This is an optimization exercise on Yosys and OpenROAD, whose aim is small area and a short achievable clock period, not a production implementation. Where RTL was checked, it was by simulation tests only, not by an equivalence proof against the original. No driver is modelled on the clock port, so clocking that relies on it looks cheaper here than on a real chip. Power and IR drop assume default switching activity.

// mem_responder_top
module mem_responder_top (
    input  logic       clk,
    input  logic       rst,
    input  logic       req,
    input  logic       we,
    input  logic [7:0] addr,
    input  logic [7:0] wdata,
    output logic [7:0] rdata,
    output logic       ack,
    output logic       err,
    output logic       busy
);
Size in the first run: roughly 3600 cells after synthesis, ~1700 flip-flops, ~31 I/O pins, roughly 47000 um^2 of cells after synthesis.
clock: 4.5 ns
lec_check: 0
abc_clock_period_in_ps: 2200
cap_margin: 20
core_margin: 2
core_utilization: 70
cts_buf_list: sky130_fd_sc_hd__clkbuf_16
cts_cluster_diameter: 60
cts_cluster_size: 24
setup_slack_margin: 2.3
slew_margin: 20
synth_hierarchical: 1
tns_end_percent: 10
standard.sh (not shown) runs the stock make flow with config.mk's settings and CLKGATE_MAP_FILE= SYNTH_SCRIPT=/design/flow/synth_recipe.tcl, a recipe that flattens the netlist after the stock synthesis.
==> flow/flow/run.sh <==
#!/bin/bash
# Standard ORFS layout (the standard.sh), with the port buffers made of buf_4 cells
# instead of whatever buffer_ports picks by default (it has been picking delay cells), and
# an extra setup repair pass at the end of clock tree synthesis (flow/post_cts.tcl).
set -euo pipefail
bash standard.sh finish 'BUFFER_PORTS_ARGS=-buffer_cell sky130_fd_sc_hd__buf_4' \
    "POST_CTS_TCL=$PWD/flow/post_cts.tcl" > make_finish.log 2>&1
==> flow/flow/post_cts.tcl <==
# Extra setup repair after clock tree synthesis, with a tighter target than the standard
# repair, over more endpoints; then legalize again.
puts "post_cts: extra setup repair"
estimate_parasitics -placement
repair_timing -setup -setup_margin 2.4 -repair_tns 30 -verbose
detailed_placement
check_placement -verbose
Next try:
==> flow/flow/run.sh (replaced) <==
#!/bin/bash
# Standard ORFS layout (the standard.sh), with the port buffers made of buf_4 cells
# instead of whatever buffer_ports picks by default (it has been picking delay cells).
set -euo pipefail
bash standard.sh finish 'BUFFER_PORTS_ARGS=-buffer_cell sky130_fd_sc_hd__buf_4' > make_finish.log 2>&1
removed: flow/flow/post_cts.tcl
Effect: The changed run finished clean; total power stays flat; via count is about the same; non-clock buffer count is lower by 9; design area falls by 0.48%; die area is unchanged; critical path depth is unchanged; worst hold slack is worse by 0.0043 ns.
Next try:
- CTS_CLUSTER_DIAMETER: 60 -> 70
- CTS_CLUSTER_SIZE: 24 -> 30
What happened: The changed run produced a clean layout; worst hold slack gains 0.010 ns; fmax shrinks by 3.3%; non-clock buffer count drops by 11; worst setup slack gets worse by 0.078 ns; critical path depth goes up by 6; final area came out lower by 1.7%; synthesized cell count does not change; via count decreases by 1.2%; count of clock-buffer cells in the layout came out lower by 15; total power falls by 3.4%.

mem_responder_top, a different RTL version from the one above (not shown whole).
Size: about 3700 cells after synthesis, ~31 I/O pins, roughly 46000 µm² of cells after synthesis.
==> flow/design.v (excerpt) <==
module mem_responder_top (
    input  logic       clk,
    input  logic       rst,
    input  logic       req,
    input  logic       we,
    input  logic [7:0] addr,
    input  logic [7:0] wdata,
    output logic [7:0] rdata,
    output logic       ack,
    output logic       err,
    output logic       busy
);
==> flow/config.mk <==
export PLATFORM = sky130hd
export DESIGN_NAME = mem_responder_top
export DESIGN_NICKNAME = mem_responder_top
export VERILOG_FILES = /design/flow/design.v
export SDC_FILE = /design/flow/constraint.sdc
export NUM_CORES = 4
export LEC_CHECK = 0
export ABC_CLOCK_PERIOD_IN_PS = 2200
export CAP_MARGIN = 20
export CORE_MARGIN = 2
export CORE_UTILIZATION = 50
export CTS_BUF_LIST = sky130_fd_sc_hd__clkbuf_8
export CTS_CLUSTER_DIAMETER = 50
export CTS_CLUSTER_SIZE = 10
export SETUP_SLACK_MARGIN = 2.15
export SLEW_MARGIN = 20
export TNS_END_PERCENT = 100
==> flow/constraint.sdc <==
create_clock -name core_clock -period 4.5 [get_ports {clk}]
set_input_delay 0.9000 -clock core_clock [delete_from_list [all_inputs] [get_ports {clk}]]
set_output_delay 0.9000 -clock core_clock [all_outputs]
set_load 0.01 [all_outputs]
==> flow/flow/run.sh <==
#!/bin/bash
# Standard ORFS layout (the standard.sh), with the port buffers made of buf_4 cells
# instead of whatever buffer_ports picks by default (it has been picking delay cells).
set -euo pipefail
bash standard.sh finish 'BUFFER_PORTS_ARGS=-buffer_cell sky130_fd_sc_hd__buf_4' > make_finish.log 2>&1
==> next run, changes <==
--- a/flow/config.mk
+++ b/flow/config.mk
@@ -10,8 +10,8 @@
 export CORE_MARGIN = 2
 export CORE_UTILIZATION = 50
-export CTS_BUF_LIST = sky130_fd_sc_hd__clkbuf_8
-export CTS_CLUSTER_DIAMETER = 50
-export CTS_CLUSTER_SIZE = 10
-export SETUP_SLACK_MARGIN = 2.15
+export CTS_BUF_LIST = sky130_fd_sc_hd__clkbuf_16
+export CTS_CLUSTER_DIAMETER = 60
+export CTS_CLUSTER_SIZE = 24
+export SETUP_SLACK_MARGIN = 2.3
 export SLEW_MARGIN = 20
-export TNS_END_PERCENT = 100
+export TNS_END_PERCENT = 10
Outcome: The new run went through all stages and came out clean; flip-flop and latch count does not change; wire length went up by 3.0%; hold slack gets better by 0.090 ns; final area went up by 1.0%; combinational power is about the same; clock skew went down by 0.017 ns; via count barely changes; first-iteration DRC count went up by 14%; worst setup slack gets better by 0.012 ns.
Function was not checked in any run of this note: the RTL went through the layout flow alone.

## build 76
mem_responder_top, a different RTL version from the one above (not shown whole).
Size in the first run: roughly 1600 flip-flops, about 31 I/O pins, ~44000 µm² of cells after synthesis.
clock: 4.5 ns
lec_check: 0
abc_clock_period_in_ps: 2200
cap_margin: 20
core_margin: 2
core_utilization: 60
setup_slack_margin: 2.3
slew_margin: 20
run.sh (not shown) runs the stock make flow with config.mk's settings and CLKGATE_MAP_FILE= SYNTH_SCRIPT=/design/flow/synth_recipe.tcl, a recipe that flattens the netlist after the stock synthesis.
Stock flow here: none of the scripts above is used.
Setup changes, build 76 to trial 75
- removing ABC_CLOCK_PERIOD_IN_PS (formerly 2200)
- removing SETUP_SLACK_MARGIN (formerly 2.3)
- changing CORE_UTILIZATION from 60 to 40
### Flow results
- The largest fanout of any net on the critical path reported for trial 75 is smaller than that of build 76 by 6.
- Final standard cell count with taps included and fillers excluded (trial 75 vs. build 76) increases by a few percent
- Trial 75 ends up with a number of clock buffers inserted by TritonCTS that is about 1.3% higher than in build 76.
- Looking at number of tap instances across trial 75 and build 76, the one that comes out higher is trial 75.
- Relative to build 76, the setup slack of trial 75 is lower by 390 ps.
- Trial 75 reports its endpoint of the most critical setup path as u_resp.rdata_q[6]$_DFFE_PP_ while build 76 reports u_resp.rdata_q[4]$_DFFE_PP_.
No run of this note included a check of the RTL's function; only the layout flow was run.

Setup of build 97:
The RTL this note starts from:
==> flow/design.v <==
module mem_responder_top (
    input  logic       clk,
    input  logic       rst,
    input  logic       req,
    input  logic       we,
    input  logic [7:0] addr,
    input  logic [7:0] wdata,
    output logic [7:0] rdata,
    output logic       ack,
    output logic       err,
    output logic       busy
);
    mem_responder #(.DW(8), .AW(8), .DEPTH(200), .WAIT(2)) u_resp (
        .clk(clk), .rst(rst), .req(req), .we(we), .addr(addr), .wdata(wdata),
        .rdata(rdata), .ack(ack), .err(err), .busy(busy));
endmodule

module mem_responder #(
    parameter int DW    = 8,
    parameter int AW    = 8,
    parameter int DEPTH = 256,
    parameter int WAIT  = 2
) (
    input  logic          clk,
    input  logic          rst,
    input  logic          req,
    input  logic          we,
    input  logic [AW-1:0] addr,
    input  logic [DW-1:0] wdata,
    output logic [DW-1:0] rdata,
    output logic          ack,
    output logic          err,
    output logic          busy
);
    localparam int NR = 66;      
    localparam int NG = 5;       
    logic       busy_q, ack_q, err_q;
    logic [1:0] st_q;            
    logic          wr_q, inr_q;
    logic [2:0]    tp_q;         
    logic          w1_q;         
    logic [15:0]   lo_q;
    logic [NG-1:0] gr_q;
    logic [2:0]    xr_q;
    logic [DW-1:0] wdata_q;
    logic [DW-1:0] rdata_q;
    logic [2:0] ph_q;            
    logic       ph2_q;
    logic       wp1_q, pre_q;
    logic [DW-1:0] x2 [2];       
    logic [DW-1:0] t1;           
    logic [DW-1:0] grpb [4];     
    logic [DW-1:0] grpx_q;       
    logic          a_hi, a_inr;
    logic [1:0]    a_word;
    logic [2:0]    a_tp;
    logic [15:0]   a_lo;
    logic [NG-1:0] a_gr;
    logic [2:0]    a_xr;
    assign a_hi  = (addr[7:6] == 2'b11);
    assign a_inr = !a_hi || (addr[5:3] == 3'd0);
    always_comb begin
        for (int i = 0; i < 16; i++) a_lo[i] = (addr[3:0] == 4'(i));
        for (int g = 0; g < 4; g++) a_gr[g] = !a_hi && (addr[5:4] == 2'(g));
        a_gr[4] = a_hi && (addr[5:3] == 3'd0);
        a_xr[0] = (addr[2:0] == 3'd0) || (addr[2:0] == 3'd1) || (addr[2:0] == 3'd2);
        a_xr[1] = (addr[2:0] == 3'd3) || (addr[2:0] == 3'd4) || (addr[2:0] == 3'd5);
        a_xr[2] = (addr[2:0] == 3'd6) || (addr[2:0] == 3'd7);
        if (!a_hi) a_word = addr[7:6];
        else case (addr[2:0])
            3'd0, 3'd3, 3'd6: a_word = 2'd0;
            3'd1, 3'd4, 3'd7: a_word = 2'd1;
            default:          a_word = 2'd2;
        endcase
        case (a_word)
            2'd0:    a_tp = 3'b100;
            2'd1:    a_tp = 3'b010;
            default: a_tp = 3'b001;
        endcase
    end
    logic          stage2, accessing, commit, win, preset;
    logic          at_tap_q, at_next_q;    
    logic          is2_q;                  
    logic [2:0]    xr_sel;
    logic [NR:64]  rsel;
    logic [DW-1:0] rd;
    assign rsel[64] = gr_q[4] && xr_q[0];
    assign rsel[65] = gr_q[4] && xr_q[1];
    assign rsel[66] = gr_q[4] && xr_q[2];
    assign stage2    = busy_q && !ack_q && (st_q == 2'd2);
    assign accessing = busy_q && !ack_q && (st_q == 2'd3);
    assign commit    = accessing && !rst && wr_q;
    assign win       = ((stage2 || accessing) && !rst) || wp1_q;
    assign preset    = wr_q && at_tap_q && win;
    assign xr_sel = busy_q ? xr_q : a_xr;
    logic [DW-1:0] grp_x;
    always_comb begin
        grp_x = '0;
        for (int i = 0; i < 2; i++)
            if (xr_sel[i]) grp_x = grp_x | x2[i];
        if (xr_sel[2]) grp_x = grp_x | t1;
    end
    always_comb begin
        rd = '0;
        for (int g = 0; g < NG; g++)
            if (gr_q[g]) rd = rd | (g < 4 ? grpb[g % 4] : grpx_q);
    end
    logic restore;
    logic [DW-1:0] setd_x;
    assign restore = accessing && rst;
    assign setd_x  = restore ? grpx_q : wdata_q;
    logic [2:0] ph_d, tp_d;
    logic       ph2_d, w1_d, is2_d;
    assign ph_d  = {ph_q[1], ph_q[0], !(ph_q[1] || ph_q[0])};
    assign ph2_d = !ph2_q;
    assign tp_d  = busy_q ? tp_q : a_tp;
    assign w1_d  = busy_q ? w1_q : a_word[0];
    assign is2_d = busy_q ? is2_q : (a_gr[4] && a_xr[2]);
    always_ff @(posedge clk) begin
        at_tap_q  <= is2_d ? (w1_d ^ ph2_d) : |(tp_d & ph_d);
        at_next_q <= is2_d ? !(w1_d ^ ph2_d) : |({tp_d[1:0], tp_d[2]} & ph_d);
        ph_q  <= ph_d;
        ph2_q <= !ph2_q;
        wp1_q <= commit;
        pre_q <= preset;
        grpx_q <= grp_x;
    end
    always_ff @(posedge clk) begin
        if (rst) begin
            busy_q <= 1'b0;
            ack_q  <= 1'b0;
            err_q  <= 1'b0;
            st_q   <= 2'd0;
        end else if (!busy_q) begin
            if (req) begin
                busy_q <= 1'b1;
                st_q   <= 2'd1;
            end
        end else if (!ack_q) begin
            if (st_q == 2'd3) begin
                ack_q <= 1'b1;
                err_q <= !inr_q;
                st_q  <= 2'd0;
            end else begin
                st_q <= st_q + 2'd1;
            end
        end else if (!req) begin
            busy_q <= 1'b0;
            ack_q  <= 1'b0;
            err_q  <= 1'b0;
        end
    end
    always_ff @(posedge clk) begin
        if (!busy_q) begin
            wr_q    <= we && a_inr;
            inr_q   <= a_inr;
            tp_q    <= a_tp;
            w1_q    <= a_word[0];
            is2_q   <= a_gr[4] && a_xr[2];
            lo_q    <= a_lo;
            gr_q    <= a_gr;
            xr_q    <= a_xr;
            wdata_q <= wdata;
        end
    end
    always_ff @(posedge clk) begin
        if (!ack_q && at_next_q) rdata_q <= rd;
    end
    for (genvar g = 0; g < 4; g++) begin : g_bank
        mem_responder_bank #(.DW(DW)) u_bank (
            .clk(clk), .idle(!busy_q), .a_lo(a_lo), .lo_q(lo_q),
            .pre(preset && gr_q[g]), .set(pre_q && gr_q[g]), .restore(restore),
            .wdata_q(wdata_q), .grp_q(grpb[g]));
    end
    for (genvar i = 0; i < 2; i++) begin : g_xring
        mem_responder_ring3 #(.DW(DW)) u_ring (
            .clk(clk), .pre(preset && rsel[64 + i]), .set(pre_q && rsel[64 + i]),
            .nd(~setd_x), .tap(x2[i]));
    end
    mem_responder_ring2 #(.DW(DW)) u_ring2 (
        .clk(clk), .pre(preset && rsel[NR]), .set(pre_q && rsel[NR]), .nd(~setd_x), .tap(t1));
    assign rdata = rdata_q;
    assign ack   = ack_q;
    assign err   = err_q;
    assign busy  = busy_q;
endmodule
module mem_responder_bank #(
    parameter int DW = 8
) (
    input  logic          clk,
    input  logic          idle,
    input  logic [15:0]   a_lo,
    input  logic [15:0]   lo_q,
    input  logic          pre,
    input  logic          set,
    input  logic          restore,
    input  logic [DW-1:0] wdata_q,
    output logic [DW-1:0] grp_q
);
    logic [DW-1:0] tap [16];
    logic [DW-1:0] setd, grp_d;
    logic [15:0]   lo_sel;
    assign setd   = restore ? grp_q : wdata_q;
    assign lo_sel = idle ? a_lo : lo_q;
    for (genvar i = 0; i < 16; i++) begin : g_ring
        mem_responder_ring3 #(.DW(DW)) u_ring (
            .clk(clk), .pre(pre && lo_q[i]), .set(set && lo_q[i]), .nd(~setd), .tap(tap[i]));
    end
    always_comb begin
        grp_d = '0;
        for (int i = 0; i < 16; i++)
            if (lo_sel[i]) grp_d = grp_d | tap[i];
    end
    always_ff @(posedge clk) grp_q <= grp_d;
endmodule
module mem_responder_ring3 #(
    parameter int DW = 8
) (
    input  logic          clk,
    input  logic          pre,
    input  logic          set,
    input  logic [DW-1:0] nd,
    output logic [DW-1:0] tap
);
    logic [DW-1:0] q0, q1, q2;
    always_ff @(posedge clk) begin
        q0 <= ~(q2 | {DW{pre}});
        q1 <= ~(q0 | ({DW{set}} & nd));
        q2 <= q1;
    end
    assign tap = q2;
endmodule
module mem_responder_ring2 #(
    parameter int DW = 8
) (
    input  logic          clk,
    input  logic          pre,
    input  logic          set,
    input  logic [DW-1:0] nd,
    output logic [DW-1:0] tap
);
    logic [DW-1:0] q0, q1;
    always_ff @(posedge clk) begin
        q0 <= ~(q1 | {DW{pre}});
        q1 <= ~(q0 | ({DW{set}} & nd));
    end
    assign tap = q1;
endmodule
==> flow/config.mk <==
export PLATFORM = sky130hd
export DESIGN_NAME = mem_responder_top
export DESIGN_NICKNAME = mem_responder_top
export VERILOG_FILES = /design/flow/design.v
export SDC_FILE = /design/flow/constraint.sdc
export NUM_CORES = 4
export LEC_CHECK = 0
export ABC_CLOCK_PERIOD_IN_PS = 2200
export CAP_MARGIN = 20
export CORE_MARGIN = 2
export CORE_UTILIZATION = 62
export CTS_BUF_LIST = sky130_fd_sc_hd__clkbuf_16
export CTS_CLUSTER_DIAMETER = 70
export CTS_CLUSTER_SIZE = 30
export SETUP_SLACK_MARGIN = 2.3
export SLEW_MARGIN = 20
export SYNTH_HIERARCHICAL = 1
export TNS_END_PERCENT = 10
==> flow/constraint.sdc <==
create_clock -name core_clock -period 4.5 [get_ports {clk}]
set_input_delay 0.9000 -clock core_clock [delete_from_list [all_inputs] [get_ports {clk}]]
set_output_delay 0.9000 -clock core_clock [all_outputs]
set_load 0.01 [all_outputs]
standard.sh (not shown) runs the stock make flow with config.mk's settings and CLKGATE_MAP_FILE= SYNTH_SCRIPT=/design/flow/synth_recipe.tcl, a recipe that flattens the netlist after the stock synthesis.
Scripts as last shown in full above: flow/flow/run.sh
[inputs] build 92 vs build 97
Settings: changing CORE_UTILIZATION from 62 to 50; changing CTS_CLUSTER_SIZE from 30 to 24; changing CTS_CLUSTER_DIAMETER from 70 to 60.
--- outcome ---
Every stage of the flow completed for build 92, and the final layout passed the timing, design-rule and antenna checks.
Looking at minimum period implied by the final worst setup slack, build 92 sits 0.11 ns lower than build 97 does.
[build 92] sequential fraction of design power fell 5.8 points relative to build 97
| max-slew headroom at the worst pin | build 92 vs build 97 | worse |
On violation count after the first detailed-route iteration, build 92 does better than build 97.
Looking only at arrival time of data at the critical path endpoint, and setting everything else aside, the higher value of build 97 and build 92 goes to build 97.
## Diff of input files: build 61 against build 92
Settings: CORE_UTILIZATION changed from 50 to 76.
==> run summary <==
- In the tables for build 92 and build 61, inserted tap cell count reads lower with build 61.
- Design area for build 61: 2.2% down relative to build 92
- The fmax of build 61 falls short of that of build 92 by 3.4%.
- Diff build 92 -> build 61 | worst slew margin relative to its limit | increase of 6.3 points
- Count of placed standard cells including taps (build 61 over build 92): decrease, 10%
- Re wire length of the first global-routing pass: build 92 was higher than build 61.
### build 61 -> build 16
Settings: changing CTS_CLUSTER_SIZE from 24 to 10; changing CTS_BUF_LIST from sky130_fd_sc_hd__clkbuf_16 to sky130_fd_sc_hd__clkbuf_8; changing CTS_CLUSTER_DIAMETER from 60 to 50; changing CORE_UTILIZATION from 76 to 50.
[summary]
- Per the comparison of build 16 with build 61, combined area of the multi-input logic cells has decreased; critical path depth has decreased; number of well taps has increased; routed wire length on met2 has decreased; relative contribution of combinational cells to total power has decreased.
- The fraction of area in registers number comes out lower for build 16 vs build 61.
- Worst setup slack in build 16 vs build 61: down 0.047 ns
- Diff build 61 -> build 16: clock network contribution to total cell area saw an increase; global-route wire length before repair saw an increase; non-clock inverter total of the final layout saw an increase; count of multi-input gates saw little to no change.

## what the ideal ports hide
No port has a modelled driver above. Below, the same layouts with a new extraction and two added sets of constraints.
Step 1, drivers: a clkbuf_16 drives clk and a buf_2 each remaining input, both assumed.
Step 2 moves the port delays by t, midway between the first and last clock arrival at a register: inputs arrive t later, outputs are due t later. That takes back most of the time a late clock gives input paths.
a / b / c = no drivers / after step 1 / after step 2; a / b = the first two.
run | shift t [ns] | slack for setup (ns) | worst setup path at the end | slew at the worst register clock pin (ns)
the first run of note 1 | 0.734 | 2.234 / 2.163 / 1.476 | input to register | 0.10 / 0.10
the second run of note 1 | 0.728 | 2.232 / 2.163 / 1.505 | input to register | 0.10 / 0.10
the third run of note 1 | 0.718 | 2.154 / 2.112 / 1.393 | input to register | 0.12 / 0.12
the first run of note 2 | 0.925 | 2.091 / 2.119 / 1.206 | input to register | 0.08 / 0.08
the second run of note 2 | 0.744 | 2.103 / 2.103 / 1.377 | input to register | 0.09 / 0.09
build 76 | 0.820 | 0.956 / 0.956 / 0.956 | register to register | 0.07 / 0.07
trial 75 | 0.833 | 0.569 / 0.569 / 0.569 | register to register | 0.07 / 0.07
build 97 | 0.720 | 2.087 / 2.104 / 1.419 | input to register | 0.12 / 0.12
build 92 | 0.750 | 2.196 / 2.133 / 1.451 | input to register | 0.09 / 0.09
build 61 | 0.726 | 2.114 / 2.108 / 1.381 | input to register | 0.10 / 0.10
build 16 | 0.897 | 2.067 / 2.004 / 1.304 | input to register | 0.08 / 0.08
After both steps every run listed still meets setup and hold. For the first run of note 2, which loses most, drivers alone change the setup slack by +0.028 ns; drivers and shift together by -0.885 ns.
